Source: an optimization exercise on an open RTL-to-GDS flow (aim: small area). Production flows keep margins and buffers that such runs may drop. The RTL was checked by simulation tests, not by an equivalence proof against the original design.

==> inputs of v11 <==
## segmental_snr_meter
module segmental_snr_meter
#(
	parameter int MAX_FRAME_LENGTH = 4096
) (
	input  logic        clk,
	input  logic        arst_n,
	input  logic        s_axis_tvalid,
	output logic        s_axis_tready,
	input  logic [31:0] s_axis_tdata,   
	input  logic        s_axis_tlast,
	output logic        m_axis_tvalid,
	input  logic        m_axis_tready,
	output logic [31:0] m_axis_tdata,   
	output logic [1:0]  m_axis_tuser,   
	input  logic        cfg_valid,
	output logic        cfg_ready,
	input  logic [12:0] cfg_data
);
Settings: LEC_CHECK=0, CAP_MARGIN=20, CORE_MARGIN=2, CORE_UTILIZATION=40, SLEW_MARGIN=20; clock period 15.0 ns.
run.sh (not shown) runs the stock make flow with config.mk's settings and CLKGATE_MAP_FILE= SYNTH_SCRIPT=/design/flow/synth_recipe.tcl, a recipe that flattens the netlist after the stock synthesis.
==> inputs of v5, as changes to v11 <==
--- a/flow/design.v
+++ b/flow/design.v
@@ -495,56 +495,53 @@
 	localparam logic [4:0] S_DX1   = 5'd15;
 	localparam logic [4:0] S_DX2   = 5'd16;
 	localparam logic [4:0] S_DIV   = 5'd17;
 	localparam logic [4:0] S_SEG   = 5'd18;
 	localparam logic [4:0] S_OUT   = 5'd19;
 	localparam logic [4:0] S_SAVE  = 5'd20;
 	localparam logic [2:0] A_ZERO = 3'd0;
 	localparam logic [2:0] A_R    = 3'd1;
-	localparam logic [2:0] A_FE   = 3'd2;
+	localparam logic [2:0] A_SQ0  = 3'd2;
 	localparam logic [2:0] A_SQ20 = 3'd3;
 	localparam logic [2:0] A_KFR  = 3'd4;
-	localparam logic [2:0] A_D    = 3'd5;
+	localparam logic [2:0] A_E    = 3'd5;
+	localparam logic [2:0] A_RSH  = 3'd6;
 	localparam logic [3:0] B_ZERO  = 4'd0;
 	localparam logic [3:0] B_SQ0   = 4'd1;
 	localparam logic [3:0] B_SQ4   = 4'd2;
 	localparam logic [3:0] B_SQH4  = 4'd3;
 	localparam logic [3:0] B_S     = 4'd4;
-	localparam logic [3:0] B_E     = 4'd5;
-	localparam logic [3:0] B_LS    = 4'd6;
-	localparam logic [3:0] B_RSH   = 4'd7;
-	localparam logic [3:0] B_D     = 4'd8;
-	localparam logic [3:0] B_NL    = 4'd10;
-	localparam logic [3:0] B_N     = 4'd11;
-	localparam logic [3:0] B_CONST = 4'd12;
-	localparam logic [3:0] B_Q16   = 4'd13;
+	localparam logic [3:0] B_FE    = 4'd5;
+	localparam logic [3:0] B_D     = 4'd6;
+	localparam logic [3:0] B_NL    = 4'd7;
+	localparam logic [3:0] B_N     = 4'd8;
+	localparam logic [3:0] B_CONST = 4'd9;
 	logic [4:0]  st;
 	logic        mvalid_q, nfr0, ffirst, stopf, a1, b1, c1, sat;
 	logic [11:0] lm1, pos;
 	logic [1:0]  which;
 	logic [2:0]  ph;
 	logic [4:0]  cnt;
-	logic        lastq, closeq, osat, segv, zs, ze, al, qp, negd;
+	logic        lastq, closeq, osat, segv, zs, ze, qp, negd;
 	logic [51:0] r_q;
 	logic [43:0] fe_q;
 	logic [50:0] s_q;
 	logic [51:0] e_q;
 	logic [36:0] d_q;
 	logic [20:0] n_q;
-	logic [22:0] ls_q;
 	logic [5:0]  k_q;
 	logic [15:0] fr_q;
 	logic [16:0] op_q;
 	logic [31:0] sq_q;
 	logic [31:0] sq_d;
 	ssnr_sq17 u_sq (.v(op_q), .q(sq_d));
 	logic [15:0] hh, ll;
-	assign hh = al ? r_q[51:36] : r_q[50:35];
-	assign ll = al ? r_q[35:20] : r_q[34:19];
+	assign hh = r_q[51:36];
+	assign ll = r_q[35:20];
 	logic        start_a;
 	logic [16:0] opa, opb, op_d;
 	logic        op_en;
 	assign start_a = (st == S_IDLE) && s_axis_tvalid && !mvalid_q && !a1 && !stopf;
 	always_comb begin
 		opa   = {s_axis_tdata[15], s_axis_tdata[15:0]};
 		opb   = '0;
 		op_en = 1'b1;
@@ -564,151 +561,153 @@
 	logic [51:0] aa, bb, alu;
 	logic        spec;
 	logic [51:0] specval;
 	assign spec = zs || ze;
 	assign specval = (zs && ze) ? 52'd0 : (ze ? 52'd32767 : {{36{1'b1}}, 16'h8000});
 	always_comb begin
 		unique case (asel)
 			A_R:     aa = r_q;
-			A_FE:    aa = {8'd0, fe_q};
+			A_SQ0:   aa = {20'd0, sq_q};
 			A_SQ20:  aa = {sq_q, 20'd0};
 			A_KFR:   aa = {30'd0, k_q, fr_q};
-			A_D:     aa = {15'd0, d_q};
+			A_E:     aa = e_q;
+			A_RSH:   aa = {15'd0, {18{r_q[43]}}, r_q[43:25]};
 			default: aa = '0;
 		endcase
 		unique case (bsel)
 			B_SQ0:   bb = {20'd0, sq_q};
 			B_SQ4:   bb = {16'd0, sq_q, 4'd0};
 			B_SQH4:  bb = {32'd0, sq_q[31:16], 4'd0};
 			B_S:     bb = {1'b0, s_q};
-			B_E:     bb = e_q;
-			B_LS:    bb = {{29{ls_q[22]}}, ls_q};
-			B_RSH:   bb = {15'd0, {10{r_q[51]}}, r_q[51:25]};
-			B_D:     bb = {{15{d_q[36]}}, d_q};
+			B_FE:    bb = {8'd0, fe_q};
+			B_D:     bb = {11'd0, {4{d_q[36]}}, d_q};    
 			B_NL:    bb = {15'd0, n_q, 16'd0};
 			B_N:     bb = {31'd0, n_q};
 			B_CONST: bb = cval;
-			B_Q16:   bb = {36'd0, r_q[15:0]};
 			default: bb = '0;
 		endcase
 	end
 	ssnr_add52 u_add (.a(aa), .b(bb ^ {52{binv}}), .cin(cin), .s(alu));
-	logic        wr_r, wr_fe, wr_s, wr_e, wr_d, wr_n, wr_ls;
+	logic        wr_r, wr_fe, wr_s, wr_e, wr_d, wr_n;
 	logic [1:0]  rsh;        
 	logic        qbit;
 	logic        r_zero;
 	logic        rovf;
 	logic        cbit;
 	assign r_zero = (r_q == '0);
-	assign rovf   = !((r_q[51:40] == '0) || (r_q[51:40] == '1));
+	assign rovf   = !((r_q[43:40] == '0) || (r_q[43:40] == '1));
 	assign cbit   = CMul[cnt];
 	always_comb begin
 		asel  = A_ZERO;
 		bsel  = B_ZERO;
 		binv  = 1'b0;
 		cin   = 1'b0;
 		cval  = '0;
 		wr_r  = 1'b0;
 		wr_fe = 1'b0;
 		wr_s  = 1'b0;
 		wr_e  = 1'b0;
 		wr_d  = 1'b0;
 		wr_n  = 1'b0;
-		wr_ls = 1'b0;
 		rsh   = 2'd0;
 		qbit  = 1'b0;
 		unique case (st)
 			S_IDLE: begin
 				if (b1) begin
 					asel = ffirst ? A_ZERO : A_R;
 					bsel = B_SQ0;
 					wr_r = 1'b1;
 				end else if (c1) begin
-					asel  = ffirst ? A_ZERO : A_FE;
-					bsel  = B_SQ0;
+					asel  = A_SQ0;
+					bsel  = ffirst ? B_ZERO : B_FE;
 					wr_fe = 1'b1;
 				end
 			end
 			S_FS: begin
 				asel = A_R;
 				bsel = nfr0 ? B_ZERO : B_S;
 				wr_s = 1'b1;
 			end
 			S_FE: begin
-				asel = A_FE;
-				bsel = nfr0 ? B_ZERO : B_E;
+				asel = nfr0 ? A_ZERO : A_E;
+				bsel = B_FE;
 				wr_e = 1'b1;
 			end
 			S_LOGN: begin
 				asel = A_R;
 				if (!r_zero && !r_q[51]) begin
 					wr_r = 1'b1;
 					rsh  = (r_q[51:44] == '0) ? 2'd2 : 2'd1;
 				end
 			end
 			S_LOGI: begin
 				unique case (ph)
 					3'd2: begin asel = A_SQ20; bsel = B_SQ4; wr_r = 1'b1; end
 					3'd3: begin asel = A_R; bsel = B_SQ4; binv = 1'b1; cin = 1'b1; wr_r = 1'b1; end
 					3'd4: begin asel = A_R; bsel = B_SQ4; wr_r = 1'b1; end
-					3'd5: begin asel = A_R; bsel = B_SQH4; wr_r = 1'b1; end
+					3'd5: begin asel = A_R; bsel = B_SQH4; wr_r = 1'b1; rsh = alu[51] ? 2'd0 : 2'd1; end
 					default: ;
 				endcase
 			end
 			S_LOADE: begin
-				asel = (which == 2'd0 || !ffirst) ? A_FE : A_ZERO;
-				bsel = (which == 2'd0 || nfr0) ? B_ZERO : B_E;
+				asel = (which == 2'd0 || nfr0) ? A_ZERO : A_E;
+				bsel = (which == 2'd0 || !ffirst) ? B_FE : B_ZERO;
 				wr_r = 1'b1;
 			end
+			S_RATIO: begin
+				bsel = B_CONST;
+				cval = {specval[26:0], 25'd0};
+				wr_r = spec;
+			end
 			S_SAVE: begin
 				asel  = A_KFR;
-				wr_ls = 1'b1;
+				wr_fe = 1'b1;
 			end
 			S_DIFF: begin
 				asel  = A_KFR;
-				bsel  = B_LS;
+				bsel  = B_FE;
 				binv  = 1'b1;
 				cin   = 1'b1;
-				wr_ls = 1'b1;
+				wr_fe = 1'b1;
 			end
 			S_MUL: begin
 				asel = (cnt == 5'd17) ? A_ZERO : A_R;
-				bsel = cbit ? B_LS : B_ZERO;
+				bsel = cbit ? B_FE : B_ZERO;
 				binv = cbit;
 				cin  = cbit;
 				wr_r = 1'b1;
 				rsh  = 2'd1;
 			end
 			S_RND: begin
 				asel = A_R;
 				bsel = B_CONST;
-				cval = r_q[51] ? 52'd16777214 : 52'd16777216;
+				cval = r_q[43] ? 52'd16777214 : 52'd16777216;
 				wr_r = 1'b1;
 			end
 			S_DADD: begin
-				asel = nfr0 ? A_ZERO : A_D;
-				bsel = spec ? B_CONST : B_RSH;
-				cval = specval;
+				asel = A_RSH;
+				bsel = nfr0 ? B_ZERO : B_D;
 				wr_d = 1'b1;
 			end
 			S_NINC: begin
 				bsel = nfr0 ? B_ZERO : B_N;
 				cin  = 1'b1;
 				wr_n = 1'b1;
 			end
 			S_TS: begin
 				asel = ffirst ? A_ZERO : A_R;
 				bsel = nfr0 ? B_ZERO : B_S;
 				wr_r = 1'b1;
 			end
 			S_SNR: begin
-				bsel  = (spec || rovf) ? B_CONST : B_RSH;
-				cval  = spec ? specval : (r_q[51] ? {{36{1'b1}}, 16'h8000} : 52'd32767);
-				wr_ls = 1'b1;
+				asel  = rovf ? A_ZERO : A_RSH;
+				bsel  = rovf ? B_CONST : B_ZERO;
+				cval  = r_q[43] ? {{36{1'b1}}, 16'h8000} : 52'd32767;
+				wr_fe = 1'b1;
 			end
 			S_SEG0: begin
 				wr_r = 1'b1;
 			end
 			S_DX1: begin
 				bsel = B_D;
 				binv = d_q[36];
 				cin  = d_q[36];
@@ -722,23 +721,26 @@
 			end
 			S_DIV: begin
 				asel = A_R;
 				bsel = B_NL;
 				binv = qp;
 				cin  = qp;
 				wr_r = 1'b1;
 				rsh  = 2'd1;
-				qbit = !alu[51];
+				qbit = !alu[40] ^ negd;
 			end
 			S_SEG: begin
-				bsel = r_q[15] ? B_CONST : B_Q16;
-				cval = negd ? {{36{1'b1}}, 16'h8000} : 52'd32767;
-				binv = !r_q[15] && negd;
-				cin  = !r_q[15] && negd;
+				if (r_q[15] ^ negd) begin
+					bsel = B_CONST;
+					cval = negd ? {{36{1'b1}}, 16'h8000} : 52'd32767;
+				end else begin
+					asel = A_R;
+					cin  = negd;
+				end
 				wr_r = 1'b1;
 			end
 			default: ;
 		endcase
 	end
 	always_ff @(posedge clk or negedge arst_n) begin
 		if (!arst_n) begin
 			st       <= S_IDLE;
@@ -770,21 +772,21 @@
 			unique case (st)
 				S_IDLE: if (c1) begin
 					ffirst <= 1'b0;
 					if (stopf) st <= closeq ? S_FS : S_TS;
 				end
 				S_FS:  st <= S_FE;
 				S_FE:  st <= S_LOGN;
 				S_LOGN: if (r_zero || r_q[51]) begin
-					st <= r_zero ? (which[0] ? S_RATIO : S_SAVE) : S_LOGI;
+					st <= r_zero ? (which[0] ? S_RATIO : S_LOADE) : S_LOGI;
 				end
-				S_LOGI: if (ph == 3'd5 && cnt == 5'd15) st <= which[0] ? S_RATIO : S_SAVE;
-				S_SAVE:  st <= S_LOADE;
-				S_LOADE: st <= S_LOGN;
+				S_LOGI: if (ph == 3'd5 && cnt == 5'd15) st <= which[0] ? S_RATIO : S_LOADE;
+				S_LOADE: st <= S_SAVE;
+				S_SAVE:  st <= S_LOGN;
 				S_RATIO: st <= spec ? (which[1] ? S_SNR : S_DADD) : S_DIFF;
 				S_DIFF: st <= S_MUL;
 				S_MUL:  if (cnt == 5'd0) st <= S_RND;
 				S_RND:  st <= which[1] ? S_SNR : S_DADD;
 				S_DADD: begin
 					st  <= S_NINC;
 					sat <= sat || spec;
 				end
@@ -827,17 +829,16 @@
 				default: r_q <= alu;
 			endcase
 		end
 		if (wr_fe) fe_q <= alu[43:0];
 		if (wr_s)  s_q  <= alu[50:0];
 		if (wr_e)  e_q  <= alu;
 		if (wr_d)  d_q  <= alu[36:0];
 		if (wr_n)  n_q  <= alu[20:0];
-		if (wr_ls) ls_q <= alu[22:0];
 		if (a1 && s_axis_tvalid) begin
 			lastq  <= s_axis_tlast;
 			closeq <= (pos == lm1);
 		end
 		unique case (st)
 			S_FS: begin
 				zs <= 1'b0;
 				ze <= 1'b0;
@@ -850,30 +851,28 @@
 				if (r_zero) begin
 					if (which[0]) ze <= 1'b1;
 					else zs <= 1'b1;
 				end else if (!r_q[51]) begin
 					k_q <= k_q - ((r_q[51:44] == '0) ? 6'd8 : 6'd1);
 				end else begin
 					ph  <= 3'd0;
 					cnt <= 5'd0;
-					al  <= 1'b1;
 				end
 			end
 			S_LOGI: begin
 				if (ph == 3'd5) begin
 					ph   <= 3'd0;
 					cnt  <= cnt + 5'd1;
-					al   <= alu[51];
 					fr_q <= {fr_q[14:0], alu[51]};
 				end else begin
 					ph <= ph + 3'd1;
 				end
 			end
-			S_LOADE: begin
+			S_SAVE: begin
 				which <= which + 2'd1;
 				k_q   <= 6'd51;
 			end
 			S_DIFF: cnt <= 5'd17;
 			S_MUL:  cnt <= cnt - 5'd1;
 			S_TS: begin
 				zs    <= 1'b0;
 				ze    <= 1'b0;
@@ -883,21 +882,21 @@
 			S_SNR: osat <= sat || spec;
 			S_SEG0: segv <= 1'b0;
 			S_DX1: negd <= d_q[36];
 			S_DX2: begin
 				qp  <= 1'b1;
 				cnt <= 5'd0;
 			end
 			S_DIV: begin
-				qp  <= !alu[51];
+				qp  <= !alu[40];
 				cnt <= cnt + 5'd1;
 			end
 			S_SEG: segv <= 1'b1;
 			default: ;
 		endcase
 	end
 	assign s_axis_tready = a1;
 	assign cfg_ready     = (st == S_IDLE) && !a1 && !b1 && !c1 && !stopf;
 	assign m_axis_tvalid = mvalid_q;
-	assign m_axis_tdata  = {r_q[15:0], ls_q[15:0]};
+	assign m_axis_tdata  = {r_q[15:0], fe_q[15:0]};
 	assign m_axis_tuser  = {osat, segv};
 endmodule
==> flow/config.mk (replaced) <==
export PLATFORM = sky130hd
export DESIGN_NAME = segmental_snr_meter
export DESIGN_NICKNAME = segmental_snr_meter
export VERILOG_FILES = /design/flow/design.v
export SDC_FILE = /design/flow/constraint.sdc
export NUM_CORES = 4
export LEC_CHECK = 0
export CAP_MARGIN = 20
export CORE_MARGIN = 2
export CORE_UTILIZATION = 40
export CTS_CLUSTER_DIAMETER = 120
export CTS_CLUSTER_SIZE = 26
export SLEW_MARGIN = 20
==> summary.md <==
| Metric | Value |
|---|---|
| Critical path endpoint | r_q[51] |
| CP arrival | 13,870 ps |
| GRT Resource Usage Total | 0.268 |
| Avg Cell Area, Syn | ~11 µm² |
| Synth Area in Adders | 0.153 |
| Area growth syn-to-layout | 11.7% |
| Number of global-route vias before repair | 20.1k |
| Worst R2R Path Depth | between 40 and 50 |
| Mux contribution to synthesized area | 0.0194 |
| Status | no timing/DRC/antenna violations |
| Wire per inst | between 20 and 30 µm |
| Total CTS buffers | 45 |
| Post-Syn Area | 0.0259 mm² |
# the run above: v11

==> summary.md <==
| Metric | Value |
|---|---|
| Avg Cell Area, Syn | around 11 µm² |
| Critical path endpoint | r_q[0] |
| Post-Syn Area | 0.0253 mm² |
| Worst R2R Path Depth | 44 |
| Wire per inst | ~26 µm |
| Synth Area in Adders | 0.160 |
| Status | no timing/DRC/antenna violations |
| Mux contribution to synthesized area | 0.00969 |
| CP arrival | approximately 14,000 ps |
| Number of global-route vias before repair | 19.2k |
| Total CTS buffers | 19 |
# the run above: v5

==> port drivers added, routing unchanged <==
How much do the figures lean on ideal ports? The routed layouts below were timed once more, with nothing changed but the port constraints. Step 1, drivers: a clkbuf_16 drives clk and a buf_2 each remaining input, both assumed. Step 2 adds t to the input delays and takes it off the output delays; t is the mean of the earliest and latest rising clock arrival at the registers after step 1. Input paths then give back, and output paths get back, about the clock's delay inside the block. a / b / c = ideal / step 1 / step 2; a / b = the first two.
| run | t (ns) | slack for setup (ns) | hold slack, ns | worst setup path at the end | pins driven straight from the clock port |
|---|---|---|---|---|---|
| v11 | 0.657 | 1.443 / 1.443 / 1.443 | 0.453 / 0.453 / 0.453 | register to register | 1 |
| v5 | 0.607 | 0.877 / 0.877 / 0.877 | 0.454 / 0.454 / 0.454 | register to register | 1 |
After both steps setup and hold are still met in every run listed.
